What follows belongs to an exercise in optimizing a design on an open flow for small area, a short achievable clock period and few clock cycles per item; a production flow would make more cautious choices. Only simulation tests tie the RTL to the original design; equivalence was not proved. No activity file was given, so power comes from the tool's default toggle rates.

$ cat flow/run.sh
#!/bin/bash
# Own layout flow: the standard flow (standard.sh), unchanged, except that
# after the standard synthesis the delay cells (clkdlybuf4s*, dlygate4sd*,
# dlymetal6s*) are added to the platform's don't-use list, so port buffering
# and timing repair use plain buffers instead of slow delay cells.
# Every port still gets a buffer; synthesis is run first, on its own, exactly
# as standard.sh does it.
set -euo pipefail
bash standard.sh synth > synth.log 2>&1
# the platform's own don't-use list (platforms/sky130hd/config.mk) ...
DU="sky130_fd_sc_hd__probe_p_8 sky130_fd_sc_hd__probec_p_8 sky130_fd_sc_hd__lpflow_bleeder_1 sky130_fd_sc_hd__lpflow_clkbufkapwr_1 sky130_fd_sc_hd__lpflow_clkbufkapwr_16 sky130_fd_sc_hd__lpflow_clkbufkapwr_2 sky130_fd_sc_hd__lpflow_clkbufkapwr_4 sky130_fd_sc_hd__lpflow_clkbufkapwr_8 sky130_fd_sc_hd__lpflow_clkinvkapwr_1 sky130_fd_sc_hd__lpflow_clkinvkapwr_16 sky130_fd_sc_hd__lpflow_clkinvkapwr_2 sky130_fd_sc_hd__lpflow_clkinvkapwr_4 sky130_fd_sc_hd__lpflow_clkinvkapwr_8 sky130_fd_sc_hd__lpflow_decapkapwr_12 sky130_fd_sc_hd__lpflow_decapkapwr_3 sky130_fd_sc_hd__lpflow_decapkapwr_4 sky130_fd_sc_hd__lpflow_decapkapwr_6 sky130_fd_sc_hd__lpflow_decapkapwr_8 sky130_fd_sc_hd__lpflow_inputiso0n_1 sky130_fd_sc_hd__lpflow_inputiso0p_1 sky130_fd_sc_hd__lpflow_inputiso1n_1 sky130_fd_sc_hd__lpflow_inputiso1p_1 sky130_fd_sc_hd__lpflow_inputisolatch_1 sky130_fd_sc_hd__lpflow_isobufsrc_1 sky130_fd_sc_hd__lpflow_isobufsrc_16 sky130_fd_sc_hd__lpflow_isobufsrc_2 sky130_fd_sc_hd__lpflow_isobufsrc_4 sky130_fd_sc_hd__lpflow_isobufsrc_8 sky130_fd_sc_hd__lpflow_isobufsrckapwr_16 sky130_fd_sc_hd__lpflow_lsbuf_lh_hl_isowell_tap_1 sky130_fd_sc_hd__lpflow_lsbuf_lh_hl_isowell_tap_2 sky130_fd_sc_hd__lpflow_lsbuf_lh_hl_isowell_tap_4 sky130_fd_sc_hd__lpflow_lsbuf_lh_isowell_4 sky130_fd_sc_hd__lpflow_lsbuf_lh_isowell_tap_1 sky130_fd_sc_hd__lpflow_lsbuf_lh_isowell_tap_2 sky130_fd_sc_hd__lpflow_lsbuf_lh_isowell_tap_4 "
# ... plus the delay cells
DU="$DU sky130_fd_sc_hd__clkdlybuf4s15_1 sky130_fd_sc_hd__clkdlybuf4s15_2"
DU="$DU sky130_fd_sc_hd__clkdlybuf4s18_1 sky130_fd_sc_hd__clkdlybuf4s18_2"
DU="$DU sky130_fd_sc_hd__clkdlybuf4s25_1 sky130_fd_sc_hd__clkdlybuf4s25_2"
DU="$DU sky130_fd_sc_hd__clkdlybuf4s50_1 sky130_fd_sc_hd__clkdlybuf4s50_2"
DU="$DU sky130_fd_sc_hd__dlygate4sd1_1 sky130_fd_sc_hd__dlygate4sd2_1 sky130_fd_sc_hd__dlygate4sd3_1"
DU="$DU sky130_fd_sc_hd__dlymetal6s2s_1 sky130_fd_sc_hd__dlymetal6s4s_1 sky130_fd_sc_hd__dlymetal6s6s_1"
bash standard.sh "DONT_USE_CELLS=$DU" finish > layout.log 2>&1
$ cat standard.sh
#!/bin/bash
# synth_recipe.tcl (not shown) runs the flow's synth.tcl, then flattens the netlist and writes it again
# the make line also repeats each setting of config.mk as NAME=value (left out here)
make -C /OpenROAD-flow-scripts/flow DESIGN_CONFIG=/design/flow/config.mk WORK_HOME=/design/flow/orfs CLKGATE_MAP_FILE= SYNTH_SCRIPT=/design/flow/synth_recipe.tcl "${@:-finish}"
$ cat constraint.sdc
create_clock -name core_clock -period 5.0 [get_ports {clk}]
set_input_delay 1.0000 -clock core_clock [delete_from_list [all_inputs] [get_ports {clk}]]
set_output_delay 1.0000 -clock core_clock [all_outputs]
set_load 0.01 [all_outputs]
$ cat config.mk
export PLATFORM = sky130hd
export DESIGN_NAME = dmem_ctrl
export DESIGN_NICKNAME = dmem_ctrl
export VERILOG_FILES = /design/flow/design.v
export SDC_FILE = /design/flow/constraint.sdc
export NUM_CORES = 4
export LEC_CHECK = 0
export CAP_MARGIN = 20
export CORE_MARGIN = 2
export CORE_UTILIZATION = 70
export CTS_CLUSTER_DIAMETER = 80
export CTS_CLUSTER_SIZE = 25
export SETUP_SLACK_MARGIN = 2.6
export SLEW_MARGIN = 20
export SYNTH_HIERARCHICAL = 1
$ cat design.v
`default_nettype none
package dmem_ctrl_pkg;
  localparam logic [2:0] F3_B  = 3'b000;
  localparam logic [2:0] F3_H  = 3'b001;
  localparam logic [2:0] F3_W  = 3'b010;
  localparam logic [2:0] F3_BU = 3'b100;
  localparam logic [2:0] F3_HU = 3'b101;
  localparam int STATE_W = 2;
  localparam logic [STATE_W-1:0] S_IDLE = 2'd0;
  localparam logic [STATE_W-1:0] S_WAIT = 2'd1;
  localparam logic [STATE_W-1:0] S_RESP = 2'd2;
endpackage
`default_nettype wire
`default_nettype none
import dmem_ctrl_pkg::*;
module dmem_lane_fmt
(
  input  logic        we,
  input  logic [2:0]  funct3,
  input  logic [1:0]  addr_lo,
  input  logic [31:0] wdata,
  output logic [3:0]  byte_en,
  output logic [31:0] wdata_lane,
  output logic        err
);
  logic w_illegal;
  logic w_misaligned;
  always_comb begin
    w_illegal    = 1'b0;
    w_misaligned = 1'b0;
    byte_en      = 4'b0000;
    wdata_lane[7:0]   = wdata[7:0];
    wdata_lane[15:8]  = addr_lo[0] ? wdata[7:0] : wdata[15:8];
    wdata_lane[23:16] = addr_lo[1] ? wdata[7:0] : wdata[23:16];
    wdata_lane[31:24] = addr_lo[1] ? (addr_lo[0] ? wdata[7:0] : wdata[15:8]) : wdata[31:24];
    case (funct3)
      F3_B: begin
        byte_en    = 4'b0001 << addr_lo;
      end
      F3_H: begin
        w_misaligned = addr_lo[0];
        byte_en      = addr_lo[1] ? 4'b1100 : 4'b0011;
      end
      F3_W: begin
        w_misaligned = |addr_lo;
        byte_en      = 4'b1111;
      end
      F3_BU: w_illegal = we;
      F3_HU: begin
        w_illegal    = we;
        w_misaligned = addr_lo[0];
      end
      default: w_illegal = 1'b1;
    endcase
    err = w_illegal | w_misaligned;
    if (err || !we) byte_en = 4'b0000;
  end
endmodule
module dmem_load_ext
(
  input  logic        zero,
  input  logic [2:0]  funct3,
  input  logic [1:0]  addr_lo,
  input  logic [31:0] rdata_raw,
  output logic [31:0] rdata_ext
);
  logic [7:0]  w_byte;
  logic [15:0] w_half;
  always_comb begin
    case (addr_lo)
      2'd0: w_byte = rdata_raw[7:0];
      2'd1: w_byte = rdata_raw[15:8];
      2'd2: w_byte = rdata_raw[23:16];
      default: w_byte = rdata_raw[31:24];
    endcase
    w_half = addr_lo[1] ? rdata_raw[31:16] : rdata_raw[15:0];
    case (funct3)
      F3_B:    rdata_ext = {{24{w_byte[7]}}, w_byte};
      F3_H:    rdata_ext = {{16{w_half[15]}}, w_half};
      F3_BU:   rdata_ext = {24'h0, w_byte};
      F3_HU:   rdata_ext = {16'h0, w_half};
      default: rdata_ext = rdata_raw;
    endcase
    if (zero) rdata_ext = 32'h0;
  end
endmodule
`default_nettype wire
`default_nettype none
module dmem_g_oai22 (input logic a1, a2, b1, b2, output logic y);
  assign y = !((a1 | a2) & (b1 | b2));
endmodule
module dmem_g_nor4 (input logic a, b, c, d, output logic y);
  assign y = !(a | b | c | d);
endmodule
module dmem_g_nand4 (input logic a, b, c, d, output logic y);
  assign y = !(a & b & c & d);
endmodule
module dmem_g_nand3 (input logic a, b, c, output logic y);
  assign y = !(a & b & c);
endmodule
module dmem_g_nand2 (input logic a, b, output logic y);
  assign y = !(a & b);
endmodule
module dmem_g_nor2 (input logic a, b, output logic y);
  assign y = !(a | b);
endmodule
module dmem_rd_bit
(
  input  logic [63:0] d_n,
  input  logic [63:0] sel_n,
  output logic        y
);
  logic [31:0] l1;
  logic [15:0] l2;
  logic [7:0]  l3;
  logic [3:0]  l4;
  for (genvar k = 0; k < 32; k++) begin : g_l1
    dmem_g_oai22 u (.a1(d_n[2*k]), .a2(sel_n[2*k]), .b1(d_n[2*k+1]), .b2(sel_n[2*k+1]), .y(l1[k]));
  end
  for (genvar j = 0; j < 16; j++) begin : g_l2
    dmem_g_nor2 u (.a(l1[2*j]), .b(l1[2*j+1]), .y(l2[j]));
  end
  for (genvar j = 0; j < 8; j++) begin : g_l3
    dmem_g_nand2 u (.a(l2[2*j]), .b(l2[2*j+1]), .y(l3[j]));
  end
  for (genvar j = 0; j < 4; j++) begin : g_l4
    dmem_g_nor2 u (.a(l3[2*j]), .b(l3[2*j+1]), .y(l4[j]));
  end
  dmem_g_nand4 u_l5 (.a(l4[0]), .b(l4[1]), .c(l4[2]), .d(l4[3]), .y(y));
endmodule
module dmem_sel
(
  input  logic [5:0]   idx,
  input  logic [3:0]   wbe,
  output logic [255:0] sel_n,
  output logic [255:0] we
);
  logic [7:0]  lo;
  logic [7:0]  hi;
  logic [7:0]  hi_n;
  logic [31:0] lw_n;
  always_comb begin
    for (int k = 0; k < 8; k++) begin
      lo[k]   = (idx[2:0] == 3'(k));
      hi[k]   = (idx[5:3] == 3'(k));
      hi_n[k] = (idx[5:3] != 3'(k));
    end
  end
  for (genvar k = 0; k < 8; k++) begin : g_lw
    for (genvar b = 0; b < 4; b++) begin : g_b
      dmem_g_nand2 u_lw (.a(lo[k]), .b(wbe[b]), .y(lw_n[4*k+b]));
    end
  end
  for (genvar i = 0; i < 64; i++) begin : g_w
    for (genvar b = 0; b < 4; b++) begin : g_b
      dmem_g_nand2 u_sn (.a(hi[i/8]), .b(lo[i%8]), .y(sel_n[4*i+b]));
      dmem_g_nor2  u_we (.a(hi_n[i/8]), .b(lw_n[4*(i%8)+b]), .y(we[4*i+b]));
    end
  end
endmodule
`default_nettype wire
`default_nettype none
import dmem_ctrl_pkg::*;
module dmem_ctrl
#(
  parameter  int DEPTH       = 64,
  parameter  int WAIT_STATES = 0,
  localparam int ADDR_W      = $clog2(DEPTH) + 2
) (
  input  logic              clk,
  input  logic              rst_n,
  input  logic              req_valid,
  output logic              req_ready,
  input  logic              req_we,
  input  logic [2:0]        req_funct3,
  input  logic [ADDR_W-1:0] req_addr,
  input  logic [31:0]       req_wdata,
  output logic              rsp_valid,
  input  logic              rsp_ready,
  output logic [31:0]       rsp_rdata,
  output logic              rsp_err
);
  localparam int IDX_W = ADDR_W - 2;
  logic               s2_v;
  logic               s2_zero;
  logic               s2_err;
  logic [2:0]         s2_f3;
  logic [1:0]         s2_lo;
  logic [31:0]        s2_raw;
  logic               s3_v;
  logic               s3_err;
  logic [31:0]        s3_rdata;
  logic               sk_v;
  logic               sk_err;
  logic [31:0]        sk_rdata;
  logic               r_ready;
  logic [31:0]        r_mem_n [0:DEPTH-1];    
  logic               w_take;
  logic               w_accept;
  logic               w_s2_move;
  logic               w_s3_load;
  logic               w_sk_load;
  logic               w_s2_v_nxt;
  logic               w_s3_v_nxt;
  logic               w_sk_v_nxt;
  logic [IDX_W-1:0]   w_idx;
  logic [3:0]         w_byte_en;
  logic [31:0]        w_wdata_lane;
  logic               w_err;
  logic [31:0]        w_rd;
  logic [31:0]        w_rdata_ext;
  assign req_ready = r_ready;
  assign rsp_valid = s3_v;
  assign rsp_rdata = s3_rdata;
  assign rsp_err   = s3_err;
  assign w_take    = s3_v && rsp_ready;
  assign w_accept  = req_valid && r_ready;
  assign w_s2_move = s2_v && !(s3_v && sk_v && !w_take);
  assign w_s3_load = !s3_v || w_take;
  assign w_sk_load = w_s2_move && (sk_v || (s3_v && !w_take));
  always_comb begin
    w_s3_v_nxt = s3_v;
    w_sk_v_nxt = sk_v;
    if (w_s3_load) begin
      w_s3_v_nxt = sk_v || s2_v;
      w_sk_v_nxt = sk_v && s2_v;
    end else if (w_s2_move) begin
      w_sk_v_nxt = 1'b1;
    end
    w_s2_v_nxt = w_accept || (s2_v && !w_s2_move);
  end
  always_ff @(posedge clk or negedge rst_n) begin
    if (!rst_n) begin
      s2_v    <= 1'b0;
      s3_v    <= 1'b0;
      sk_v    <= 1'b0;
      r_ready <= 1'b0;
    end else begin
      s2_v    <= w_s2_v_nxt;
      s3_v    <= w_s3_v_nxt;
      sk_v    <= w_sk_v_nxt;
      r_ready <= !(w_s2_v_nxt && w_s3_v_nxt && w_sk_v_nxt);
    end
  end
  assign w_idx = req_addr[ADDR_W-1:2];
  dmem_lane_fmt u_lane_fmt (
    .we         (req_we),
    .funct3     (req_funct3),
    .addr_lo    (req_addr[1:0]),
    .wdata      (req_wdata),
    .byte_en    (w_byte_en),
    .wdata_lane (w_wdata_lane),
    .err        (w_err)
  );
  logic [255:0]     w_sel_n;
  logic [255:0]     w_we;
  logic [3:0]       w_wbe;
  assign w_wbe = w_byte_en & {4{w_accept}};
  dmem_sel u_sel (
    .idx   (w_idx),
    .wbe   (w_wbe),
    .sel_n (w_sel_n),
    .we    (w_we)
  );
  for (genvar b = 0; b < 32; b++) begin : g_rd
    logic [63:0] d;
    logic [63:0] s;
    for (genvar i = 0; i < DEPTH; i++) begin : g_d
      assign d[i] = r_mem_n[i][b];
      assign s[i] = w_sel_n[4*i + b/8];
    end
    dmem_rd_bit u_rd (.d_n(d), .sel_n(s), .y(w_rd[b]));
  end
  always_ff @(posedge clk) begin
    for (int i = 0; i < DEPTH; i++) begin
      for (int b = 0; b < 4; b++) begin
        if (w_we[4*i+b]) r_mem_n[i][8*b +: 8] <= ~w_wdata_lane[8*b +: 8];
      end
    end
  end
  always_ff @(posedge clk) begin
    if (w_accept) begin
      s2_raw  <= w_rd;
      s2_err  <= w_err;
      s2_zero <= w_err | req_we;
      s2_f3   <= req_funct3;
      s2_lo   <= req_addr[1:0];
    end
  end
  dmem_load_ext u_load_ext (
    .zero      (s2_zero),
    .funct3    (s2_f3),
    .addr_lo   (s2_lo),
    .rdata_raw (s2_raw),
    .rdata_ext (w_rdata_ext)
  );
  always_ff @(posedge clk or negedge rst_n) begin
    if (!rst_n) begin
      s3_rdata <= 32'h0;
      s3_err   <= 1'b0;
    end else if (w_s3_load) begin
      s3_rdata <= sk_v ? sk_rdata : w_rdata_ext;
      s3_err   <= sk_v ? sk_err   : s2_err;
    end
  end
  always_ff @(posedge clk) begin
    if (w_sk_load) begin
      sk_rdata <= w_rdata_ext;
      sk_err   <= s2_err;
    end
  end
endmodule
`default_nettype wire
==> results.sh, run 1 <==
export IMPL_drive_gt1_share_pct=14.7
export IMPL_portBuffers=82
export IMPL_cts_sinks=2157
export IMPL_postSynthAreaPerCell_um2=15.7
export IMPL_setup_viol=0
export IMPL_final_cell_mix="edfxtp_1 (2120), o22ai_1 (1023), nor2_1 (638)"
export IMPL_initial_core_util_pct=70.5
export IMPL_worstMarginPinSlew_ns=1.17
export IMPL_grt_max_degree=72
export IMPL_cp_startpoint="req_wdata[1]"
export IMPL_syn_nets=5071
export IMPL_finalHoldViolations=0
export IMPL_dpl_worst_slack_ns=0.895
export IMPL_clkLatencyLatePin_ns=0.75
export IMPL_synth_edff_count=2120
export IMPL_vias_per_cell=7.00
export IMPL_gr_total_overflow=0
export IMPL_drtIter0Drc=7728
export IMPL_grt_use_total_pct=37.6
export IMPL_antenna_left=0
export IMPL_cap_violations=0
export IMPL_crit_path_end_kind="flip-flop"
export IMPL_first_pass_iters=6
export IMPL_gp_congestion=0.979
export IMPL_dp_cells=6668
export IMPL_mappedNetlistArea_um2=79100
export IMPL_clockBufferDepth=3
export IMPL_drv_slew=0
export IMPL_total_power_mw=31.7
export IMPL_hpwl_um=131000
export IMPL_synth_sequential_area_ratio_pct=81.7
export IMPL_final_net_count=5451
export IMPL_multi_input_area_um2=16600
export IMPL_final_common_cell="edfxtp_1"
export IMPL_clkTransAtPathRegs_ns=0.09
export IMPL_r2r_setup_slack_ns=2.60
export IMPL_synth_distinct_cells=58
export IMPL_diodes=0
export IMPL_core_um2=112000
export IMPL_outcome="complete, no violations"
export IMPL_crit_arrival_ns=3.00
export IMPL_ff2ff_path_depth=3
export IMPL_use_met1_pct=54.0
export IMPL_htreeDepth=3
export IMPL_cts_root_buffer_cell="clkbuf_16"
export IMPL_syn_to_final_growth_pct=11.6
export IMPL_regArea_um2=64600
export IMPL_rows=123
export IMPL_power_density_nw_per_um2=359
export IMPL_critPathRequiredTime_ns=5.44
export IMPL_final_cell_area_um2=88200
export IMPL_routed_wl_um=218000
export IMPL_fmax_mhz=392
export IMPL_layout_cells_non_filler=6946
export IMPL_grt_pass1_vias=46230
export IMPL_critPathKind="input port to flip-flop"
export IMPL_relSlewSlack_pct=21.8
export IMPL_fin_crit_ns=2.55
export IMPL_finalCritPeriodShare_pct=51.0
export IMPL_die_h_um=340
export IMPL_drc=0
export IMPL_grt_use_met3_pct=10.2
export IMPL_synth_cells=5023
export IMPL_async_flop_share_pct=1.72
export IMPL_start_kind="input port"
export IMPL_yosysWarnings=11
export IMPL_hold_class="input port to async pin"
export IMPL_ys_dominant_reg_cell="edfxtp_1"
export IMPL_cts_tree="built"
export IMPL_cts_buffers=96
export IMPL_r2r_end="s2_raw[0]$_DFFE_PN_"
export IMPL_p_leak_nw=27.7
export IMPL_grt_antenna_before_repair=10
export IMPL_finalSetupTns_ns=0
export IMPL_vias=48599
export IMPL_grt_pass1_wl_um=309000
export IMPL_fill_cells=6173
export IMPL_synth_seq_cells=2157
export IMPL_post_dp_cell_area_um2=82800
export IMPL_dieWidth_um=340
export IMPL_num_io_pins=83
export IMPL_wl_per_cell_um=31.4
export IMPL_path_max_fanout=14
export IMPL_die_area_um2=116000
export IMPL_r2r_start="r_ready$_DFF_PN0_"
export IMPL_rsz0062_at_grt="true"
export IMPL_peakVddDrop_uv=389
export IMPL_worst_slack_ns=2.45
export IMPL_cp_endpoint="r_mem_n[30][25]$_DFFE_PP_"
export IMPL_grt_busiest_layer="met2"
export IMPL_skew_ns=0.0398
export IMPL_met2_usage_pct=55.6
## synthesized netlist by cell type (2+ instances only)
library cell / count / area [um^2]
buf_1: 2 / 7.51
maj3_2: 2 / 22.5
a22oi_1: 9 / 67.6
nand2b_1: 3 / 18.8
and3_1: 7 / 43.8
and3b_1: 6 / 52.6
nor3b_2: 3 / 37.5
nor3_1: 8 / 40.0
o21ai_1: 18 / 90.1
a21oi_2: 12 / 105
buf_2: 12 / 60.1
o22ai_1: 1024 / 6410
nor3b_1: 3 / 22.5
buf_6: 6 / 67.6
nand3b_1: 3 / 22.5
nor2_1: 905 / 3400
nand4_1: 32 / 200
or3b_1: 3 / 26.3
a21oi_1: 23 / 115
mux2i_1: 41 / 410
buf_4: 14 / 105
and2_1: 2 / 12.5
inv_1: 52 / 195
a2111oi_0: 2 / 17.5
clkbuf_1: 4 / 15.0
mux2_2: 24 / 270
nand2_1: 584 / 2190
edfxtp_1: 2120 / 63700
nor2b_1: 2 / 12.5
or3_1: 3 / 18.8
nand3_1: 7 / 35.0
dfrtp_1: 37 / 926
clkbuf_2: 2 / 10.0
a22o_1: 9 / 78.8
o21ai_0: 16 / 80.1
## repair_timing
| action | CTS | global route |
|---|---|---|
| resized for setup | 396 | 122 |
| cloned | 29 | 4 |
| buffers inserted | 69 | 33 |
| pin swaps | 40 | 27 |
| hold buffers | 0 | 0 |
| endpoints found under the setup margin | 3484 | 1847 |
## per-module statistics from Yosys (local to each module, per instance), a selection
module,copies in the design,cell area (um^2),cells
dmem_ctrl,1,65500,2315
dmem_g_nand2,544,3.75,1
dmem_g_nand4,32,6.26,1
dmem_g_nor2,896,3.75,1
dmem_g_oai22,1024,6.26,1
dmem_lane_fmt,1,495,53
dmem_load_ext,1,803,132
dmem_sel,1,218,27
## metal layers
metal / vias up / wire, um
met5: - / 146
met4: 8 / 10800
met3: 537 / 31800
met2: 3466 / 98100
met1: 24075 / 77300
li1: 20513 / -
## cell families after synthesis
family,Yosys count,synth area share (%)
AO/OA/AOI/OAI,1121,8.90
flip-flops,2157,81.7
adder cells (fa/ha/maj),2,0.0285
buffers and inverters,94,0.606
AND/OR/NAND/NOR,1580,7.86
XOR/XNOR,2,0.0222
multiplexers,67,0.894
## registers in the layout (all words and copies together), names as in the netlist, 2 cells and up
signal,count
s2_f3,3
s2_raw,32
r_mem_n,2048
s2_lo,2
s3_rdata,32
sk_rdata,32
## worst min path at each step
stage / slack (ns) / to / cells past startpoint / start
after floorplan: 0.43 / sk_err$_DFFE_PP_ / 0 / s2_err$_DFFE_PN_
final: 0.39 / s3_rdata[21]$_DFFE_PN0N_ / 1 / rst_n
after global placement: 0.47 / s3_rdata[31]$_DFFE_PN0N_ / 2 / s3_rdata[31]$_DFFE_PN0N_
after global routing: 0.42 / s3_rdata[16]$_DFFE_PN0N_ / 1 / rst_n
after detailed placement: 0.47 / s3_rdata[31]$_DFFE_PN0N_ / 2 / s3_rdata[31]$_DFFE_PN0N_
after CTS: 0.36 / s3_rdata[16]$_DFFE_PN0N_ / 1 / rst_n
## where the power goes
group | internal, mW | switching [mW] | total [mW]
logic | 0.554 | 1.72 | 2.27
clock network | 3.64 | 5.17 | 8.81
registers | 20.3 | 0.320 | 20.6
total | 24.5 | 7.21 | 31.7
## worst max-delay path: stages
cell and delay (ns):
clkbuf_2 0.33, mux2_2 0.46, mux2_2 0.44, clkinvlp_4 0.41, buf_2 0.34
## metrics by stage
step | util [%] | hold WS [ns]
final | 78.6 | 0.394
after global routing | 78.6 | 0.419
after CTS | 78.0 | 0.361
after detailed placement | 73.8 | 0.468
after global placement | 73.8 | 0.465
after floorplan | - | 0.426
## cell type report
cell class                      count  area share [%]
Tap cell                         1500            2.13
Multi-Input combinational cell   2779            18.8
Clock inverter                      5          0.0610
Clock buffer                      136            2.94
Sequential cell                  2157            73.2
Timing Repair inverter             26           0.193
Inverter                           53           0.328
Timing Repair Buffer              290            2.32
Testbench counts, summed over its fixed seeds: cycles 16,016, items 16,000.
==> inputs of run 2 (changes only) <==
--- a/design.v
+++ b/design.v
@@ -130,22 +130,14 @@
 endmodule
 module dmem_sel
 (
-  input  logic [5:0]   idx,
+  input  logic [7:0]   hi,
+  input  logic [7:0]   hi_n,
+  input  logic [7:0]   lo,
   input  logic [3:0]   wbe,
   output logic [255:0] sel_n,
   output logic [255:0] we
 );
-  logic [7:0]  lo;
-  logic [7:0]  hi;
-  logic [7:0]  hi_n;
   logic [31:0] lw_n;
-  always_comb begin
-    for (int k = 0; k < 8; k++) begin
-      lo[k]   = (idx[2:0] == 3'(k));
-      hi[k]   = (idx[5:3] == 3'(k));
-      hi_n[k] = (idx[5:3] != 3'(k));
-    end
-  end
   for (genvar k = 0; k < 8; k++) begin : g_lw
     for (genvar b = 0; b < 4; b++) begin : g_b
       dmem_g_nand2 u_lw (.a(lo[k]), .b(wbe[b]), .y(lw_n[4*k+b]));
@@ -180,7 +172,16 @@
   output logic [31:0]       rsp_rdata,
   output logic              rsp_err
 );
-  localparam int IDX_W = ADDR_W - 2;
+  logic               s1_v;
+  logic [7:0]         s1_hi;
+  logic [7:0]         s1_hi_n;
+  logic [7:0]         s1_lo;
+  logic [3:0]         s1_wbe;
+  logic [31:0]        s1_lane_n;
+  logic               s1_zero;
+  logic               s1_err;
+  logic [2:0]         s1_f3;
+  logic [1:0]         s1_alo;
   logic               s2_v;
   logic               s2_zero;
   logic               s2_err;
@@ -197,13 +198,15 @@
   logic [31:0]        r_mem_n [0:DEPTH-1];    
   logic               w_take;
   logic               w_accept;
+  logic               w_s1_move;
+  logic               w_s1_load;
   logic               w_s2_move;
   logic               w_s3_load;
   logic               w_sk_load;
+  logic               w_s1_v_nxt;
   logic               w_s2_v_nxt;
   logic               w_s3_v_nxt;
   logic               w_sk_v_nxt;
-  logic [IDX_W-1:0]   w_idx;
   logic [3:0]         w_byte_en;
   logic [31:0]        w_wdata_lane;
   logic               w_err;
@@ -216,6 +219,8 @@
   assign w_take    = s3_v && rsp_ready;
   assign w_accept  = req_valid && r_ready;
   assign w_s2_move = s2_v && !(s3_v && sk_v && !w_take);
+  assign w_s1_move = s1_v && (!s2_v || w_s2_move);
+  assign w_s1_load = w_accept || w_s1_move;
   assign w_s3_load = !s3_v || w_take;
   assign w_sk_load = w_s2_move && (sk_v || (s3_v && !w_take));
   always_comb begin
@@ -227,22 +232,26 @@
     end else if (w_s2_move) begin
       w_sk_v_nxt = 1'b1;
     end
-    w_s2_v_nxt = w_accept || (s2_v && !w_s2_move);
+    w_s2_v_nxt = w_s1_move || (s2_v && !w_s2_move);
+    w_s1_v_nxt = w_accept || (s1_v && !w_s1_move);
   end
   always_ff @(posedge clk or negedge rst_n) begin
     if (!rst_n) begin
+      s1_v    <= 1'b0;
       s2_v    <= 1'b0;
       s3_v    <= 1'b0;
       sk_v    <= 1'b0;
       r_ready <= 1'b0;
+      s1_wbe  <= 4'b0000;
     end else begin
+      s1_v    <= w_s1_v_nxt;
       s2_v    <= w_s2_v_nxt;
       s3_v    <= w_s3_v_nxt;
       sk_v    <= w_sk_v_nxt;
-      r_ready <= !(w_s2_v_nxt && w_s3_v_nxt && w_sk_v_nxt);
+      r_ready <= !(w_s1_v_nxt && w_s2_v_nxt && w_s3_v_nxt && w_sk_v_nxt);
+      if (w_s1_load) s1_wbe <= w_accept ? w_byte_en : 4'b0000;
     end
   end
-  assign w_idx = req_addr[ADDR_W-1:2];
   dmem_lane_fmt u_lane_fmt (
     .we         (req_we),
     .funct3     (req_funct3),
@@ -252,13 +261,27 @@
     .wdata_lane (w_wdata_lane),
     .err        (w_err)
   );
+  always_ff @(posedge clk) begin
+    if (w_accept) begin
+      for (int k = 0; k < 8; k++) begin
+        s1_hi[k]   <= (req_addr[7:5] == 3'(k));
+        s1_hi_n[k] <= (req_addr[7:5] != 3'(k));
+        s1_lo[k]   <= (req_addr[4:2] == 3'(k));
+      end
+      s1_lane_n <= ~w_wdata_lane;
+      s1_err    <= w_err;
+      s1_zero   <= w_err | req_we;
+      s1_f3     <= req_funct3;
+      s1_alo    <= req_addr[1:0];
+    end
+  end
   logic [255:0]     w_sel_n;
   logic [255:0]     w_we;
-  logic [3:0]       w_wbe;
-  assign w_wbe = w_byte_en & {4{w_accept}};
   dmem_sel u_sel (
-    .idx   (w_idx),
-    .wbe   (w_wbe),
+    .hi    (s1_hi),
+    .hi_n  (s1_hi_n),
+    .lo    (s1_lo),
+    .wbe   (s1_wbe),
     .sel_n (w_sel_n),
     .we    (w_we)
   );
@@ -274,17 +297,17 @@
   always_ff @(posedge clk) begin
     for (int i = 0; i < DEPTH; i++) begin
       for (int b = 0; b < 4; b++) begin
-        if (w_we[4*i+b]) r_mem_n[i][8*b +: 8] <= ~w_wdata_lane[8*b +: 8];
+        if (w_we[4*i+b]) r_mem_n[i][8*b +: 8] <= s1_lane_n[8*b +: 8];
       end
     end
   end
   always_ff @(posedge clk) begin
-    if (w_accept) begin
+    if (w_s1_move) begin
       s2_raw  <= w_rd;
-      s2_err  <= w_err;
-      s2_zero <= w_err | req_we;
-      s2_f3   <= req_funct3;
-      s2_lo   <= req_addr[1:0];
+      s2_err  <= s1_err;
+      s2_zero <= s1_zero;
+      s2_f3   <= s1_f3;
+      s2_lo   <= s1_alo;
     end
   end
   dmem_load_ext u_load_ext (
==> results.sh, run 2 <==
export IMPL_ys_dominant_reg_cell="edfxtp_1"
export IMPL_crit_arrival_ns=2.86
export IMPL_cts_buffers=99
export IMPL_total_switching_power_mw=9.79
export IMPL_vias_per_cell=6.87
export IMPL_htreeDepth=3
export IMPL_outcome="complete, no violations"
export IMPL_drive_gt1_share_pct=7.14
export IMPL_clockBufferDepth=3
export IMPL_finalSetupTns_ns=0
export IMPL_routed_wl_um=204000
export IMPL_post_dp_cell_area_um2=83500
export IMPL_dp_cells=6731
export IMPL_dieWidth_um=344
export IMPL_synth_top_area_share_pct=80.9
export IMPL_crit_path_end_kind="flip-flop"
export IMPL_synth_edff_count=2183
export IMPL_layout_cells_non_filler=6943
export IMPL_p_sw_share_pct=26.8
export IMPL_cts_root_buffer_cell="clkbuf_16"
export IMPL_hpwl_um=130000
export IMPL_grt_max_degree=65
export IMPL_finalHoldViolations=0
export IMPL_rows=124
export IMPL_worstMarginPinSlew_ns=1.13
export IMPL_top_register="r_mem_n"
export IMPL_cap_violations=0
export IMPL_power_density_nw_per_um2=420
export IMPL_syn_to_final_growth_pct=7.58
export IMPL_regArea_um2=66600
export IMPL_synth_seq_cells=2225
export IMPL_final_cell_mix="edfxtp_1 (2183), o22ai_1 (1025), nor2_1 (839)"
export IMPL_fin_crit_ns=2.49
export IMPL_clkLatencyLatePin_ns=0.73
export IMPL_wl_per_cell_um=29.4
export IMPL_vias=47700
export IMPL_ctsHoldBuffers=0
export IMPL_grt_antenna_before_repair=14
export IMPL_critPathKind="flip-flop to flip-flop"
export IMPL_mappedNetlistArea_um2=81000
export IMPL_fmax_mhz=401
export IMPL_cts_sinks=2225
export IMPL_final_net_count=5422
export IMPL_synth_cells=5096
export IMPL_hold_class="input port to async pin"
export IMPL_yosysWarnings=10
export IMPL_relSlewSlack_pct=24.5
export IMPL_fill_cells=6656
export IMPL_clock_power_share_pct=25.3
export IMPL_ys_top_cells_by_count="edfxtp_1 (2183), o22ai_1 (1025), nor2_1 (906)"
export IMPL_pwr_share_seq_pct=60.0
export IMPL_clkTransAtPathRegs_ns=0.10
export IMPL_setup_viol=0
export IMPL_yosys_top_cells_area="edfxtp_1 (81%), o22ai_1 (7.9%), nor2_1 (4.2%)"
export IMPL_drv_slew=0
export IMPL_synth_most_common_cell="edfxtp_1"
export IMPL_p_comb_share_pct=14.7
export IMPL_gp_congestion=0.934
export IMPL_grt_pass1_wl_um=295000
export IMPL_p_leak_nw=27.5
export IMPL_syn_nets=5144
export IMPL_die_area_um2=118000
export IMPL_path_max_fanout=13
export IMPL_die_h_um=344
export IMPL_final_common_cell="edfxtp_1"
export IMPL_yosysTopAreaCell="edfxtp_1"
export IMPL_ff2ff_path_depth=3
export IMPL_synth_sequential_area_ratio_pct=82.2
export IMPL_largest_reg_flops=2048
export IMPL_critPathRequiredTime_ns=5.36
export IMPL_finalCritPeriodShare_pct=49.9
export IMPL_hold_ws_ns=0.402
export IMPL_async_flop_share_pct=1.89
export IMPL_num_io_pins=83
export IMPL_cts_tree="built"
export IMPL_skew_ns=0.0275
export IMPL_core_um2=115000
export IMPL_grt_pass1_vias=45550
export IMPL_first_pass_iters=6
export IMPL_initial_core_util_pct=70.7
export IMPL_grt_use_total_pct=34.6
export IMPL_gr_total_overflow=0
export IMPL_antenna_left=0
export IMPL_multi_input_area_um2=14300
export IMPL_rsz0062_at_grt="true"
export IMPL_portBuffers=82
export IMPL_final_cell_area_um2=87100
export IMPL_drtIter0Drc=7943
export IMPL_synth_distinct_cells=58
export IMPL_p_int_mw=26.8
export IMPL_start_kind="flip-flop"
export IMPL_peakVddDrop_uv=406
export IMPL_postSynthAreaPerCell_um2=15.9
export IMPL_drc=0
==> run 2: Yosys stat by module (local to each module, per instance), a selection <==
module / copies in the design / cell area (um^2)
dmem_load_ext: 1 / 702
dmem_g_nor2: 896 / 3.75
dmem_g_nand4: 32 / 6.26
dmem_g_nand2: 544 / 3.75
dmem_g_oai22: 1024 / 6.26
dmem_lane_fmt: 1 / 495
dmem_ctrl: 1 / 67800
==> run 2: path summary, 6_finish.rpt <==
kind | slack, ns | startpoint | to
setup / recovery | 2.51 | s1_lo[7]$_DFFE_PN_ | r_mem_n[15][2]$_DFFE_PP_
hold / removal | 0.40 | rst_n | s3_rdata[12]$_DFFE_PN0N_
setup reg to reg | 2.51 | s1_lo[7]$_DFFE_PN_ | r_mem_n[15][2]$_DFFE_PP_
hold reg to reg | 0.43 | s1_f3[1]$_DFFE_PN_ | s2_f3[1]$_DFFE_PP_
max in group asynchronous | 3.57 | rst_n | s3_rdata[20]$_DFFE_PN0N_
min in group core_clock | 0.43 | s1_f3[1]$_DFFE_PN_ | s2_f3[1]$_DFFE_PP_
==> run 2: kinds of logic after synthesis <==
logic type	share of synthesized area, %
buffers and inverters	0.544
and+or+nand+nor	7.76
muxes	0.890
AOI/OAI and AO/OA	8.53
DFF	82.2
adders and majority gates	0.0124
xor gates and xnor gates	0.0216
==> run 2: routing by layer <==
layer  up-vias  part of all wire (%)  global-route usage (%)
met4         8                   3.4                    12.1
li1      20523                     -                       -
met1     23637                    37                    52.0
met3       386                    13                    6.23
met5         -                 0.026                       0
met2      3146                    46                    52.7
==> run 2: stage by stage <==
stage / setup slack (ns) / utilization [%] / total power [mW]
after detailed placement: 1.85 / 72.9 / 27.4
final: 2.51 / 76.1 / 36.6
after global routing: 2.51 / 76.1 / 37.6
after global placement: 1.90 / 72.8 / 27.3
after floorplan: 2.62 / - / 25.1
after CTS: 2.59 / 75.7 / 36.4
==> run 2: timing repair <==
item / in CTS / in global routing
buffers inserted: 38 / 8
gates resized for setup: 47 / 92
setup endpoints to repair: 2066 / 593
pin swaps: 1 / 0
==> run 2: critical path: stages, from the launching register on <==
cell and delay, ns:
edfxtp_1 0.39, buf_4 0.38, nand2_1 0.58, nor2_1 0.76
==> run 2: power groups by stage <==
stage | registers (mW) | clock network [mW] | logic, mW
after floorplan | 22.6 | 0 | 2.43
after global placement | 22.6 | 0 | 4.76
after detailed placement | 22.6 | 0 | 4.88
after CTS | 22.0 | 9.30 | 5.12
after global routing | 22.0 | 9.90 | 5.73
final | 21.9 | 9.25 | 5.39
==> run 2: layout make-up <==
class	instances	share of cell area, %
diodes	8	0.0230
clock buffers	146	3.19
clock inverters	4	0.0617
inverters	46	0.200
multi-input cells	2787	16.4
flip-flops and latches	2225	76.4
well taps	1512	2.17
repair buffers	215	1.50
Testbench counts of run 2, summed over its fixed seeds: cycles 16,024, items 16,000.
==> inputs of run 3 (changes only) <==
--- a/config.mk
+++ b/config.mk
@@ -10,6 +10,6 @@
 export CORE_UTILIZATION = 70
 export CTS_CLUSTER_DIAMETER = 80
 export CTS_CLUSTER_SIZE = 25
-export SETUP_SLACK_MARGIN = 2.6
+export SETUP_SLACK_MARGIN = 2.75
 export SLEW_MARGIN = 20
 export SYNTH_HIERARCHICAL = 1
==> results.sh, run 3 <==
export IMPL_postSynthAreaPerCell_um2=15.9
export IMPL_gp_congestion=0.903
export IMPL_worstMarginPinSlew_ns=1.18
export IMPL_grt_pass1_vias=45238
export IMPL_vias_per_cell=6.93
export IMPL_initial_core_util_pct=70.7
export IMPL_final_net_count=5454
export IMPL_worst_slack_ns=2.56
export IMPL_drive_gt1_share_pct=14.1
export IMPL_final_cell_mix="edfxtp_1 (2183), o22ai_1 (1025), nor2_1 (653)"
export IMPL_cp_endpoint="r_mem_n[23][8]$_DFFE_PP_"
export IMPL_hold_class="input port to async pin"
export IMPL_grt_use_total_pct=35.5
export IMPL_largest_reg_flops=2048
export IMPL_critPathKind="flip-flop to flip-flop"
export IMPL_synth_cells=5096
export IMPL_clockBufferDepth=3
export IMPL_finalSetupTns_ns=0
export IMPL_peakVddDrop_uv=363
export IMPL_drc=0
export IMPL_clkTransAtPathRegs_ns=0.10
export IMPL_htreeDepth=3
export IMPL_yosys_top_cells_area="edfxtp_1 (81%), o22ai_1 (7.9%), nor2_1 (4.2%)"
export IMPL_crit_arrival_ns=2.81
export IMPL_die_h_um=344
export IMPL_r2r_end="r_mem_n[23][8]$_DFFE_PP_"
export IMPL_final_common_cell="edfxtp_1"
export IMPL_cts_sinks=2225
export IMPL_portBuffers=82
export IMPL_yosysWarnings=10
export IMPL_r2r_start="s1_lo[7]$_DFFE_PN_"
export IMPL_finalCritPeriodShare_pct=48.8
export IMPL_r2r_setup_slack_ns=2.56
export IMPL_outcome="complete, no violations"
export IMPL_top_register="r_mem_n"
export IMPL_die_area_um2=118000
export IMPL_start_kind="flip-flop"
export IMPL_ys_top_cells_by_count="edfxtp_1 (2183), o22ai_1 (1025), nor2_1 (906)"
export IMPL_vias=48405
export IMPL_hold_ws_ns=0.202
export IMPL_cts_root_buffer_cell="clkbuf_16"
export IMPL_crit_path_end_kind="flip-flop"
export IMPL_synth_distinct_cells=58
export IMPL_dpl_worst_slack_ns=1.47
export IMPL_rsz0062_at_grt="true"
export IMPL_yosysTopAreaCell="edfxtp_1"
export IMPL_fmax_mhz=409
export IMPL_first_pass_iters=9
export IMPL_critPathRequiredTime_ns=5.37
export IMPL_num_io_pins=83
export IMPL_synth_seq_cells=2225
export IMPL_p_leak_nw=27.9
export IMPL_dieWidth_um=344
export IMPL_ff2ff_path_depth=3
export IMPL_cap_violations=0
export IMPL_hpwl_um=133000
export IMPL_mappedNetlistArea_um2=81000
export IMPL_path_max_fanout=8
export IMPL_skew_ns=0.0218
export IMPL_power_density_nw_per_um2=419
export IMPL_synth_sequential_area_ratio_pct=82.2
export IMPL_cts_buffers=99
export IMPL_syn_to_final_growth_pct=9.14
export IMPL_grt_max_degree=75
export IMPL_cts_tree="built"
export IMPL_setup_viol=0
export IMPL_async_flop_share_pct=1.89
export IMPL_wl_per_cell_um=30.1
export IMPL_ys_dominant_reg_cell="edfxtp_1"
export IMPL_core_um2=115000
export IMPL_routed_wl_um=210000
export IMPL_fin_crit_ns=2.44
export IMPL_clkLatencyLatePin_ns=0.75
export IMPL_post_dp_cell_area_um2=83400
export IMPL_syn_nets=5144
export IMPL_cp_startpoint="s1_lo[7]$_DFFE_PN_"
export IMPL_synth_top_area_share_pct=80.9
export IMPL_grt_pass1_wl_um=300000
export IMPL_dp_cells=6732
export IMPL_finalHoldViolations=0
export IMPL_drtIter0Drc=8045
export IMPL_relSlewSlack_pct=21.2
export IMPL_synth_most_common_cell="edfxtp_1"
export IMPL_antenna_left=0
export IMPL_gr_total_overflow=0
export IMPL_grt_antenna_before_repair=2
export IMPL_final_cell_area_um2=88400
export IMPL_synth_edff_count=2183
export IMPL_layout_cells_non_filler=6986
export IMPL_drv_slew=0
export IMPL_rows=124
==> run 3: power breakdown <==
part,internal [mW],switching [mW]
Sequential,21.5,0.426
Combinational,1.59,4.27
Clock,3.88,5.37
==> run 3: layout make-up <==
class / instances / area (um^2)
fill: 6719 / 26100
tap: 1512 / 1890
inverter: 46 / 175
timing repair buffer: 246 / 1540
clock inverter: 4 / 40.0
multi-input combinational: 2788 / 15300
clock buffer: 164 / 2810
sequential: 2225 / 66600
antenna: 1 / 2.50
==> run 3: logic make-up after synthesis <==
kind of cell,after synthesis,share of synthesized area [%]
and+or+nand+nor,1613,7.76
adders and majority gates,1,0.0124
AOI/OAI and AO/OA,1104,8.53
muxes,67,0.890
xor gates and xnor gates,2,0.0216
buffers and inverters,84,0.544
DFF,2225,82.2
==> run 3: repair_timing <==
| item | in CTS | in global routing |
|---|---|---|
| gates resized for setup | 273 | 340 |
| gates cloned | 0 | 1 |
| hold buffers | 0 | 0 |
| buffers inserted | 67 | 15 |
| pin swaps | 2 | 0 |
| endpoints found under the setup margin | 2054 | 1305 |
==> run 3: metal layers <==
layer	wire length (um)	global-route usage, %	up-vias
met5	0	0	-
met4	8590	12.8	0
met3	27400	7.24	447
met2	98000	54.1	3431
met1	76300	52.3	23904
li1	-	-	20623
==> run 3: worst max-delay path, stage by stage (launching register included) <==
cell and delay, ns:
edfxtp_1 0.47, buf_1 0.27, nand2_1 0.54, nor2_1 0.79
==> run 3: Yosys stat by module, one instance, submodules excluded, excerpt <==
module | flops+latches | cells inside
dmem_g_nand2 | 0 | 1
dmem_g_oai22 | 0 | 1
dmem_g_nand4 | 0 | 1
dmem_ctrl | 2225 | 2422
dmem_g_nor2 | 0 | 1
dmem_load_ext | 0 | 125
dmem_lane_fmt | 0 | 53
==> run 3: worst min path at each step <==
| stage | to | cells after the start | slack, ns | startpoint |
|---|---|---|---|---|
| 5_1_grt | s3_rdata[14]$_DFFE_PN0N_ | 1 | 0.24 | rst_n |
| 4_1_cts | s3_rdata[18]$_DFFE_PN0N_ | 1 | 0.19 | rst_n |
| 3_3_place_gp | s2_err$_DFFE_PP_ | 0 | 0.40 | s1_err$_DFFE_PN_ |
| 3_5_place_dp | s2_err$_DFFE_PP_ | 0 | 0.40 | s1_err$_DFFE_PN_ |
| 6_report | s3_rdata[18]$_DFFE_PN0N_ | 1 | 0.20 | rst_n |
| 2_1_floorplan | s2_err$_DFFE_PP_ | 0 | 0.40 | s1_err$_DFFE_PN_ |
==> run 3: per-stage QoR <==
step / util, % / total power [mW]
global route: 77.2 / 38.0
global placement: 72.8 / 27.3
floorplan: - / 25.1
finish: 77.2 / 37.0
CTS: 76.3 / 36.5
detailed placement: 72.9 / 27.4
==> inputs of run 4 (changes only) <==
--- a/flow/run.sh
+++ b/flow/run.sh
@@ -1,12 +1,16 @@
 #!/bin/bash
 # Own layout flow: the standard flow (standard.sh), unchanged, except that
-# after the standard synthesis the delay cells (clkdlybuf4s*, dlygate4sd*,
-# dlymetal6s*) are added to the platform's don't-use list, so port buffering
-# and timing repair use plain buffers instead of slow delay cells.
+# - after the standard synthesis, flow/upsize.tcl gives the storage array's
+#   write-enable gates a larger drive strength (same logic), and
+# - the delay cells (clkdlybuf4s*, dlygate4sd*, dlymetal6s*) are added to the
+#   platform's don't-use list, so port buffering and timing repair use plain
+#   buffers instead of slow delay cells.
 # Every port still gets a buffer; synthesis is run first, on its own, exactly
 # as standard.sh does it.
 set -euo pipefail
 bash standard.sh synth > synth.log 2>&1
+SYNTH_ODB=orfs/results/sky130hd/dmem_ctrl/base/1_synth.odb \
+  openroad -no_init -exit flow/upsize.tcl > upsize.log 2>&1
 # the platform's own don't-use list (platforms/sky130hd/config.mk) ...
 DU="sky130_fd_sc_hd__probe_p_8 sky130_fd_sc_hd__probec_p_8 sky130_fd_sc_hd__lpflow_bleeder_1 sky130_fd_sc_hd__lpflow_clkbufkapwr_1 sky130_fd_sc_hd__lpflow_clkbufkapwr_16 sky130_fd_sc_hd__lpflow_clkbufkapwr_2 sky130_fd_sc_hd__lpflow_clkbufkapwr_4 sky130_fd_sc_hd__lpflow_clkbufkapwr_8 sky130_fd_sc_hd__lpflow_clkinvkapwr_1 sky130_fd_sc_hd__lpflow_clkinvkapwr_16 sky130_fd_sc_hd__lpflow_clkinvkapwr_2 sky130_fd_sc_hd__lpflow_clkinvkapwr_4 sky130_fd_sc_hd__lpflow_clkinvkapwr_8 sky130_fd_sc_hd__lpflow_decapkapwr_12 sky130_fd_sc_hd__lpflow_decapkapwr_3 sky130_fd_sc_hd__lpflow_decapkapwr_4 sky130_fd_sc_hd__lpflow_decapkapwr_6 sky130_fd_sc_hd__lpflow_decapkapwr_8 sky130_fd_sc_hd__lpflow_inputiso0n_1 sky130_fd_sc_hd__lpflow_inputiso0p_1 sky130_fd_sc_hd__lpflow_inputiso1n_1 sky130_fd_sc_hd__lpflow_inputiso1p_1 sky130_fd_sc_hd__lpflow_inputisolatch_1 sky130_fd_sc_hd__lpflow_isobufsrc_1 sky130_fd_sc_hd__lpflow_isobufsrc_16 sky130_fd_sc_hd__lpflow_isobufsrc_2 sky130_fd_sc_hd__lpflow_isobufsrc_4 sky130_fd_sc_hd__lpflow_isobufsrc_8 sky130_fd_sc_hd__lpflow_isobufsrckapwr_16 sky130_fd_sc_hd__lpflow_lsbuf_lh_hl_isowell_tap_1 sky130_fd_sc_hd__lpflow_lsbuf_lh_hl_isowell_tap_2 sky130_fd_sc_hd__lpflow_lsbuf_lh_hl_isowell_tap_4 sky130_fd_sc_hd__lpflow_lsbuf_lh_isowell_4 sky130_fd_sc_hd__lpflow_lsbuf_lh_isowell_tap_1 sky130_fd_sc_hd__lpflow_lsbuf_lh_isowell_tap_2 sky130_fd_sc_hd__lpflow_lsbuf_lh_isowell_tap_4 "
 # ... plus the delay cells
==> flow/upsize.tcl (new file) <==
# Give the storage array's select and write-enable gates a drive strength to
# match their loads (8 flip-flop enables, or a row of read-mux gates), in the
# synthesized netlist before floorplanning. Logic is unchanged.
set odb $::env(SYNTH_ODB)
read_db $odb
set blk [ord::get_db_block]
set db [ord::get_db]
proc master {name} { return [$::db findMaster $name] }
set map [list {*u_we.y} sky130_fd_sc_hd__nor2_2 {*u_lw.y} sky130_fd_sc_hd__nand2_4]
array set n {}
foreach net [$blk getNets] {
  set nn [$net getName]
  foreach {pat cell} $map {
    if {[string match $pat $nn]} {
      foreach it [$net getITerms] {
        if {[$it isOutputSignal]} {
          set inst [$it getInst]
          set old [[$inst getMaster] getName]
          set want [master $cell]
          if {$want ne "NULL" && $old ne $cell} { $inst swapMaster $want; incr n($cell) }
        }
      }
    }
  }
}
foreach k [array names n] { puts "swapped $n($k) to $k" }
write_db $odb
--- a/config.mk
+++ b/config.mk
@@ -10,6 +10,6 @@
 export CORE_UTILIZATION = 70
 export CTS_CLUSTER_DIAMETER = 80
 export CTS_CLUSTER_SIZE = 25
-export SETUP_SLACK_MARGIN = 2.75
+export SETUP_SLACK_MARGIN = 2.6
 export SLEW_MARGIN = 20
 export SYNTH_HIERARCHICAL = 1
==> results.sh, run 4 <==
export IMPL_rows=125
export IMPL_routed_wl_um=202000
export IMPL_postSynthAreaPerCell_um2=16.1
export IMPL_yosysWarnings=10
export IMPL_die_area_um2=120000
export IMPL_finalHoldViolations=0
export IMPL_finalSetupTns_ns=0
export IMPL_ff2ff_path_depth=8
export IMPL_core_um2=116000
export IMPL_crit_path_end_kind="flip-flop"
export IMPL_grt_use_total_pct=33.8
export IMPL_largest_reg_flops=2048
export IMPL_p_leak_nw=27.8
export IMPL_critPathRequiredTime_ns=5.45
export IMPL_path_max_fanout=16
export IMPL_outcome="complete, no violations"
export IMPL_first_pass_iters=7
export IMPL_post_dp_cell_area_um2=84400
export IMPL_mappedNetlistArea_um2=81900
export IMPL_worstMarginPinSlew_ns=1.09
export IMPL_top_register="r_mem_n"
export IMPL_gr_total_overflow=0
export IMPL_peakVddDrop_uv=342
export IMPL_grt_antenna_before_repair=12
export IMPL_antenna_left=0
export IMPL_finalCritPeriodShare_pct=47.4
export IMPL_syn_to_final_growth_pct=7.17
export IMPL_portBuffers=82
export IMPL_syn_nets=5144
export IMPL_final_cell_area_um2=87700
export IMPL_start_kind="flip-flop"
export IMPL_cts_buffers=100
export IMPL_rsz0062_at_grt="true"
export IMPL_relSlewSlack_pct=27.0
export IMPL_final_cell_mix="edfxtp_1 (2183), o22ai_1 (1025), nor2_1 (645)"
export IMPL_hold_ws_ns=0.418
export IMPL_wl_per_cell_um=29.1
export IMPL_die_h_um=346
export IMPL_vias_per_cell=6.78
export IMPL_htreeDepth=3
export IMPL_grt_pass1_wl_um=294000
export IMPL_final_net_count=5418
export IMPL_critPathKind="flip-flop to flip-flop"
export IMPL_cts_tree="built"
export IMPL_initial_core_util_pct=70.6
export IMPL_setup_viol=0
export IMPL_fmax_mhz=422
export IMPL_dieWidth_um=346
export IMPL_crit_arrival_ns=2.82
export IMPL_clkLatencyLatePin_ns=0.73
export IMPL_fin_crit_ns=2.37
export IMPL_cap_violations=0
export IMPL_hold_class="input port to async pin"
export IMPL_clockBufferDepth=3
export IMPL_drv_slew=0
export IMPL_final_common_cell="edfxtp_1"
export IMPL_skew_ns=0.0289
export IMPL_cts_root_buffer_cell="clkbuf_16"
export IMPL_power_density_nw_per_um2=417
export IMPL_gp_congestion=0.940
export IMPL_drive_gt1_share_pct=10.7
export IMPL_vias=47080
export IMPL_cts_sinks=2225
export IMPL_clkTransAtPathRegs_ns=0.10
export IMPL_synth_cells=5096
export IMPL_hpwl_um=128000
export IMPL_grt_pass1_vias=45342
export IMPL_drtIter0Drc=7450
export IMPL_ctsHoldBuffers=0
export IMPL_drc=0
export IMPL_grt_max_degree=65
export IMPL_num_io_pins=83
==> run 4: through the flow <==
stage	util [%]	power (mW)	setup WS [ns]	instances
2_1_floorplan	-	25.1	2.62	5096
3_3_place_gp	72.6	27.4	2.00	6737
3_5_place_dp	72.7	27.5	1.91	6745
4_1_cts	75.4	36.5	2.55	6933
5_1_grt	75.6	37.6	2.56	6947
6_report	75.6	36.6	2.63	6948
==> run 4: layer usage <==
metal | vias up | global-route usage, % | wire length [um]
met1 | 23250 | 49.7 | 76200
li1 | 20546 | - | -
met2 | 2881 | 52.7 | 94600
met5 | - | 0 | 53
met4 | 8 | 11.4 | 7340
met3 | 395 | 5.96 | 23700
==> run 4: power by group <==
part / internal (mW) / total (mW) / switching [mW]
combinational: 1.35 / 5.36 / 4.01
clock: 3.89 / 9.21 / 5.31
sequential: 21.5 / 22.0 / 0.480
==> run 4: final timing paths <==
kind,start,end,slack (ns)
min reg2reg,s1_f3[1]$_DFFE_PN_,s2_f3[1]$_DFFE_PP_,0.42
max,s1_hi[5]$_DFFE_PN_,s2_raw[10]$_DFFE_PP_,2.63
min,rst_n,s3_rdata[12]$_DFFE_PN0N_,0.42
min in group core_clock,s1_f3[1]$_DFFE_PN_,s2_f3[1]$_DFFE_PP_,0.42
max in group asynchronous,rst_n,s3_rdata[8]$_DFFE_PN0N_,3.56
max reg2reg,s1_hi[5]$_DFFE_PN_,s2_raw[10]$_DFFE_PP_,2.63
==> run 4: critical path, stage by stage, from the launching register on <==
cell and delay [ns]:
edfxtp_1 0.39, buf_6 0.16, buf_2 0.33, nand2_1 0.33, o22ai_1 0.16, nor2_1 0.15, nand2_1 0.11, nor2_1 0.31
nand4_1 0.15
==> run 4: area by class of cell <==
class | instances | area (um^2)
sequential | 2225 | 66600
timing repair buffer | 210 | 1310
antenna | 5 | 12.5
clock inverter | 7 | 57.6
fill | 6919 | 28300
tap | 1524 | 1910
multi-input combinational | 2787 | 14900
inverter | 46 | 175
clock buffer | 144 | 2780
==> run 4: timing repair <==
| item | CTS | global route |
|---|---|---|
| pin swaps | 1 | 0 |
| setup buffers | 37 | 5 |
| cloned | 0 | 0 |
| setup endpoints to repair | 1894 | 89 |
| resized for setup | 16 | 28 |
==> inputs of run 5 (changes only) <==
--- a/design.v
+++ b/design.v
@@ -261,13 +261,21 @@
     .wdata_lane (w_wdata_lane),
     .err        (w_err)
   );
-  always_ff @(posedge clk) begin
-    if (w_accept) begin
+  always_ff @(posedge clk or negedge rst_n) begin
+    if (!rst_n) begin
+      s1_hi   <= 8'h00;
+      s1_hi_n <= 8'hff;
+      s1_lo   <= 8'h00;
+    end else if (w_accept) begin
       for (int k = 0; k < 8; k++) begin
         s1_hi[k]   <= (req_addr[7:5] == 3'(k));
         s1_hi_n[k] <= (req_addr[7:5] != 3'(k));
         s1_lo[k]   <= (req_addr[4:2] == 3'(k));
       end
+    end
+  end
+  always_ff @(posedge clk) begin
+    if (w_accept) begin
       s1_lane_n <= ~w_wdata_lane;
       s1_err    <= w_err;
       s1_zero   <= w_err | req_we;
--- a/flow/run.sh
+++ b/flow/run.sh
@@ -1,7 +1,8 @@
 #!/bin/bash
 # Own layout flow: the standard flow (standard.sh), unchanged, except that
 # - after the standard synthesis, flow/upsize.tcl gives the storage array's
-#   write-enable gates a larger drive strength (same logic), and
+#   write-enable and word-select gates a larger drive strength (same
+#   logic), and
 # - the delay cells (clkdlybuf4s*, dlygate4sd*, dlymetal6s*) are added to the
 #   platform's don't-use list, so port buffering and timing repair use plain
 #   buffers instead of slow delay cells.
--- a/flow/upsize.tcl
+++ b/flow/upsize.tcl
@@ -23,5 +23,18 @@
     }
   }
 }
+# the read-mux word selects: nand2 gates that drive read-mux o22ai gates
+foreach inst [$blk getInsts] {
+  if {[[$inst getMaster] getName] ne "sky130_fd_sc_hd__nand2_1"} continue
+  set hit 0
+  foreach it [$inst getITerms] {
+    if {[$it isOutputSignal] && [$it getNet] ne "NULL"} {
+      foreach l [[$it getNet] getITerms] {
+        if {[string match "*o22ai*" [[[$l getInst] getMaster] getName]]} { set hit 1 }
+      }
+    }
+  }
+  if {$hit} { $inst swapMaster [master sky130_fd_sc_hd__nand2_2]; incr n(sky130_fd_sc_hd__nand2_2) }
+}
 foreach k [array names n] { puts "swapped $n($k) to $k" }
 write_db $odb
==> results.sh, run 5 <==
export IMPL_drive_gt1_share_pct=15.8
export IMPL_gr_total_overflow=0
export IMPL_outcome="complete, no violations"
export IMPL_routed_wl_um=209000
export IMPL_cts_tree="built"
export IMPL_slowest_stage="dfrtp_2"
export IMPL_wl_per_cell_um=29.9
export IMPL_initial_core_util_pct=70.2
export IMPL_peakVddDrop_uv=425
export IMPL_p_leak_nw=28.5
export IMPL_grt_max_degree=67
export IMPL_gp_congestion=0.886
export IMPL_grt_pass1_vias=44845
export IMPL_vias_per_cell=6.83
export IMPL_finalSetupTns_ns=0
export IMPL_antenna_left=0
export IMPL_p_sw_share_pct=26.2
export IMPL_final_cell_area_um2=88300
export IMPL_vias=47651
export IMPL_syn_to_final_growth_pct=6.97
export IMPL_finalCritPeriodShare_pct=48.5
export IMPL_path_max_fanout=2
export IMPL_total_switching_power_mw=9.36
export IMPL_fin_crit_ns=2.42
export IMPL_mappedNetlistArea_um2=82600
export IMPL_hold_class="input port to async pin"
export IMPL_max_stage_delay_ns=0.51
export IMPL_drc=0
export IMPL_r2r_start="s1_lo[6]$_DFFE_PN0N_"
export IMPL_die_area_um2=121000
export IMPL_worstMarginPinSlew_ns=1.19
export IMPL_portBuffers=82
export IMPL_drtIter0Drc=7495
export IMPL_critPathKind="flip-flop to output port"
export IMPL_setup_viol=0
export IMPL_cp_startpoint="r_ready$_DFF_PN0_"
export IMPL_postSynthAreaPerCell_um2=16.1
export IMPL_p_int_mw=26.4
export IMPL_drv_slew=0
export IMPL_rsz0062_at_grt="true"
export IMPL_pwr_share_seq_pct=63.0
export IMPL_syn_nets=5175
export IMPL_grt_antenna_before_repair=21
export IMPL_cp_num_buf_inv=1
export IMPL_finalHoldViolations=0
export IMPL_clkLatencyLatePin_ns=0.74
export IMPL_synth_cells=5127
export IMPL_cts_sinks=2225
export IMPL_final_common_cell="edfxtp_1"
export IMPL_die_h_um=347
export IMPL_fmax_mhz=412
export IMPL_core_um2=118000
export IMPL_path_delay_family="flip-flops"
export IMPL_critPathRequiredTime_ns=4.00
export IMPL_final_cell_mix="edfxtp_1 (2159), o22ai_1 (1025), nor2_1 (642)"
export IMPL_grt_use_total_pct=34.5
export IMPL_post_dp_cell_area_um2=84900
export IMPL_cts_buffers=99
export IMPL_hpwl_um=122000
export IMPL_cap_violations=0
export IMPL_clkTransAtPathRegs_ns=0.10
export IMPL_start_kind="flip-flop"
export IMPL_p_comb_share_pct=11.4
export IMPL_first_pass_iters=5
export IMPL_relSlewSlack_pct=20.5
export IMPL_num_io_pins=83
export IMPL_final_net_count=5439
export IMPL_crit_arrival_ns=1.42
export IMPL_dieWidth_um=347
export IMPL_ctsHoldBuffers=0
export IMPL_grt_pass1_wl_um=298000
export IMPL_top_register="r_mem_n"
export IMPL_skew_ns=0.0232
export IMPL_clock_power_share_pct=25.6
export IMPL_htreeDepth=3
export IMPL_clockBufferDepth=3
export IMPL_path_cells="buf_6"
export IMPL_rows=126
export IMPL_cts_root_buffer_cell="clkbuf_16"
export IMPL_largest_reg_flops=2048
export IMPL_crit_path_end_kind="output port"
export IMPL_power_density_nw_per_um2=405
export IMPL_yosysWarnings=10
## run 5: stage by stage
step / hold WS (ns) / instances / utilization [%] / power [mW] / worst slack, ns
2_1_floorplan: 0.400 / 5127 / - / 24.5 / 2.64
3_3_place_gp: 0.402 / 6763 / 72.2 / 26.5 / 1.88
3_5_place_dp: 0.406 / 6764 / 72.2 / 26.6 / 1.85
4_1_cts: 0.423 / 6957 / 75.0 / 35.7 / 2.57
5_1_grt: 0.438 / 6969 / 75.1 / 36.6 / 2.58
6_report: 0.371 / 6972 / 75.1 / 35.8 / 2.58
## run 5: power by group through the flow
stage	clock network [mW]	registers [mW]	logic (mW)
4_1_cts	9.21	22.6	3.90
3_5_place_dp	0	23.3	3.37
2_1_floorplan	0	23.0	1.55
3_3_place_gp	0	23.2	3.28
6_report	9.17	22.5	4.08
5_1_grt	9.78	22.6	4.28
## run 5: metal layers
| layer | GRT usage [%] | wire length [um] |
|---|---|---|
| met5 | 0 | 80 |
| met4 | 11.8 | 7790 |
| met3 | 6.71 | 26400 |
| met2 | 52.2 | 95400 |
| met1 | 51.5 | 79000 |
## run 5: final timing paths
| path | cells past startpoint | to | slack [ns] |
|---|---|---|---|
| worst max register to register | 7 | s2_raw[28]$_DFFE_PP_ | 2.62 |
| worst min register to register | 0 | s2_zero$_DFFE_PP_ | 0.41 |
| worst min-delay path | 1 | s3_rdata[16]$_DFFE_PN0N_ | 0.37 |
| max in group asynchronous | 1 | s1_lo[1]$_DFFE_PN0N_ | 3.83 |
| min in group core_clock | 0 | s2_zero$_DFFE_PP_ | 0.41 |
| worst max-delay path | 1 | req_ready | 2.58 |
## run 5: repair_timing
item | CTS | global route
cloned | 2 | 0
gates resized for setup | 53 | 26
setup endpoints to repair | 744 | 147
buffers inserted | 51 | 8
pin swaps | 1 | 0
## run 5: layout make-up
cell class	instances	area, um^2
clock inverter	10	134
timing repair buffer	204	1180
antenna	6	15.0
fill	7028	29300
multi-input combinational	2820	15700
sequential	2225	66600
clock buffer	130	2640
inverter	41	159
tap	1536	1920
Testbench counts of run 5, summed over its fixed seeds: cycles 16,024, items 16,000.
==> inputs of run 6 (changes only) <==
--- a/config.mk
+++ b/config.mk
@@ -10,6 +10,6 @@
 export CORE_UTILIZATION = 70
 export CTS_CLUSTER_DIAMETER = 80
 export CTS_CLUSTER_SIZE = 25
-export SETUP_SLACK_MARGIN = 2.6
+export SETUP_SLACK_MARGIN = 2.8
 export SLEW_MARGIN = 20
 export SYNTH_HIERARCHICAL = 1
==> results.sh, run 6 <==
export IMPL_cts_buffers=99
export IMPL_syn_to_final_growth_pct=8.12
export IMPL_clockBufferDepth=3
export IMPL_hold_class="input port to async pin"
export IMPL_dieWidth_um=347
export IMPL_initial_core_util_pct=70.2
export IMPL_vias_per_cell=6.78
export IMPL_ff2ff_path_depth=4
export IMPL_yosysWarnings=10
export IMPL_ctsHoldBuffers=0
export IMPL_grt_use_total_pct=34.7
export IMPL_cp_startpoint="r_ready$_DFF_PN0_"
export IMPL_final_common_cell="edfxtp_1"
export IMPL_grt_max_degree=65
export IMPL_p_comb_share_pct=12.2
export IMPL_rows=126
export IMPL_max_stage_delay_ns=0.51
export IMPL_die_area_um2=121000
export IMPL_cts_tree="built"
export IMPL_crit_arrival_ns=1.41
export IMPL_critPathKind="flip-flop to output port"
export IMPL_hold_ws_ns=0.419
export IMPL_gp_congestion=0.890
export IMPL_relSlewSlack_pct=28.0
export IMPL_top_register="r_mem_n"
export IMPL_rsz0062_at_grt="true"
export IMPL_clkLatencyLatePin_ns=0.72
export IMPL_final_cell_mix="edfxtp_1 (2159), o22ai_1 (1025), nor2_1 (618)"
export IMPL_first_pass_iters=6
export IMPL_setup_viol=0
export IMPL_postSynthAreaPerCell_um2=16.1
export IMPL_finalSetupTns_ns=0
export IMPL_p_leak_nw=29.1
export IMPL_path_delay_family="flip-flops"
export IMPL_num_io_pins=83
export IMPL_peakVddDrop_uv=431
export IMPL_grt_pass1_vias=45425
export IMPL_largest_reg_flops=2048
export IMPL_hpwl_um=126000
export IMPL_cap_violations=0
export IMPL_die_h_um=347
export IMPL_portBuffers=82
export IMPL_grt_pass1_wl_um=300000
export IMPL_cp_num_buf_inv=1
export IMPL_start_kind="flip-flop"
export IMPL_skew_ns=0.0260
export IMPL_finalCritPeriodShare_pct=48.1
export IMPL_power_density_nw_per_um2=405
export IMPL_pwr_share_seq_pct=62.4
export IMPL_drc=0
export IMPL_p_int_mw=26.7
export IMPL_critPathRequiredTime_ns=4.00
export IMPL_r2r_start="s1_lo[7]$_DFFE_PN0N_"
export IMPL_fmax_mhz=416
export IMPL_mappedNetlistArea_um2=82600
export IMPL_fin_crit_ns=2.41
export IMPL_grt_antenna_before_repair=19
export IMPL_synth_cells=5127
export IMPL_wl_per_cell_um=29.8
export IMPL_fill_cells=6912
export IMPL_finalHoldViolations=0
export IMPL_worstMarginPinSlew_ns=1.08
export IMPL_core_um2=118000
export IMPL_gr_total_overflow=0
export IMPL_clkTransAtPathRegs_ns=0.10
export IMPL_cts_sinks=2225
export IMPL_htreeDepth=3
export IMPL_routed_wl_um=210000
export IMPL_path_cells="buf_6"
export IMPL_vias=47767
export IMPL_p_sw_share_pct=26.0
export IMPL_path_max_fanout=2
export IMPL_syn_nets=5175
export IMPL_outcome="complete, no violations"
export IMPL_antenna_left=0
export IMPL_final_net_count=5500
export IMPL_cp_num_cells=1
export IMPL_cts_root_buffer_cell="clkbuf_16"
export IMPL_crit_path_end_kind="output port"
export IMPL_drv_slew=0
export IMPL_drive_gt1_share_pct=17.0
export IMPL_clock_power_share_pct=25.4
export IMPL_slowest_stage="dfrtp_2"
export IMPL_drtIter0Drc=7517
export IMPL_total_switching_power_mw=9.39
## run 6: per-stage QoR
stage	total power, mW	instances	cell area, um^2	setup WS, ns	utilization (%)
after floorplan	24.5	5127	82600	2.69	-
after global placement	26.5	6765	84900	1.66	72.2
after detailed placement	26.6	6772	85000	1.82	72.3
after CTS	35.9	7018	88800	2.58	75.5
after global routing	37.0	7045	89300	2.59	75.9
final	36.1	7049	89300	2.59	75.9
## run 6: worst paths after layout
kind                            slack, ns                        to
worst min-delay path                 0.42  s3_rdata[16]$_DFFE_PN0N_
min in group core_clock              0.43        s2_f3[2]$_DFFE_PP_
worst min register to register       0.43        s2_f3[2]$_DFFE_PP_
worst max register to register       2.79  r_mem_n[31][0]$_DFFE_PP_
worst max-delay path                 2.59                 req_ready
max in group asynchronous            3.55  s3_rdata[23]$_DFFE_PN0N_
## run 6: power by group through the flow
stage,Sequential (mW),Clock (mW),Combinational [mW]
2_1_floorplan,23.0,0,1.55
3_3_place_gp,23.3,0,3.15
3_5_place_dp,23.3,0,3.32
4_1_cts,22.6,9.24,4.10
5_1_grt,22.6,9.82,4.64
6_report,22.5,9.16,4.42
## run 6: cell type report
| class | instances | area (um^2) | share of cell area, % |
|---|---|---|---|
| Antenna cell | 7 | 17.5 | 0.0196 |
| Clock buffer | 151 | 2780 | 3.11 |
| Sequential cell | 2225 | 66600 | 74.6 |
| Inverter | 41 | 166 | 0.186 |
| Multi-Input combinational cell | 2819 | 15900 | 17.8 |
| Tap cell | 1536 | 1920 | 2.15 |
| Timing Repair Buffer | 266 | 1910 | 2.14 |
| Clock inverter | 4 | 33.8 | 0.0378 |
## run 6: routing by layer
metal	share of wire [%]	up-vias	wire length, um	GRT usage, %
li1	-	20748	-	-
met1	38	23632	79800	51.6
met2	45	2994	95700	52.3
met3	13	377	27900	8.00
met4	3.3	16	6880	11.3
met5	0.049	-	103	0
## run 6: timing repair
action,4_1_cts,5_1_grt
gates cloned,0,1
resized for setup,130,82
setup buffers,91,21
pin swaps,2,2
endpoints found under the setup margin,1813,374

Re-timed with assumed drivers on the ports (clkbuf_16 on the clock, buf_2 on other inputs), run 6 has 2.514 ns of setup slack against 2.594 ns with ideal ports, and 2.226 ns once port delays also move by the mid clock arrival of 0.791 ns.
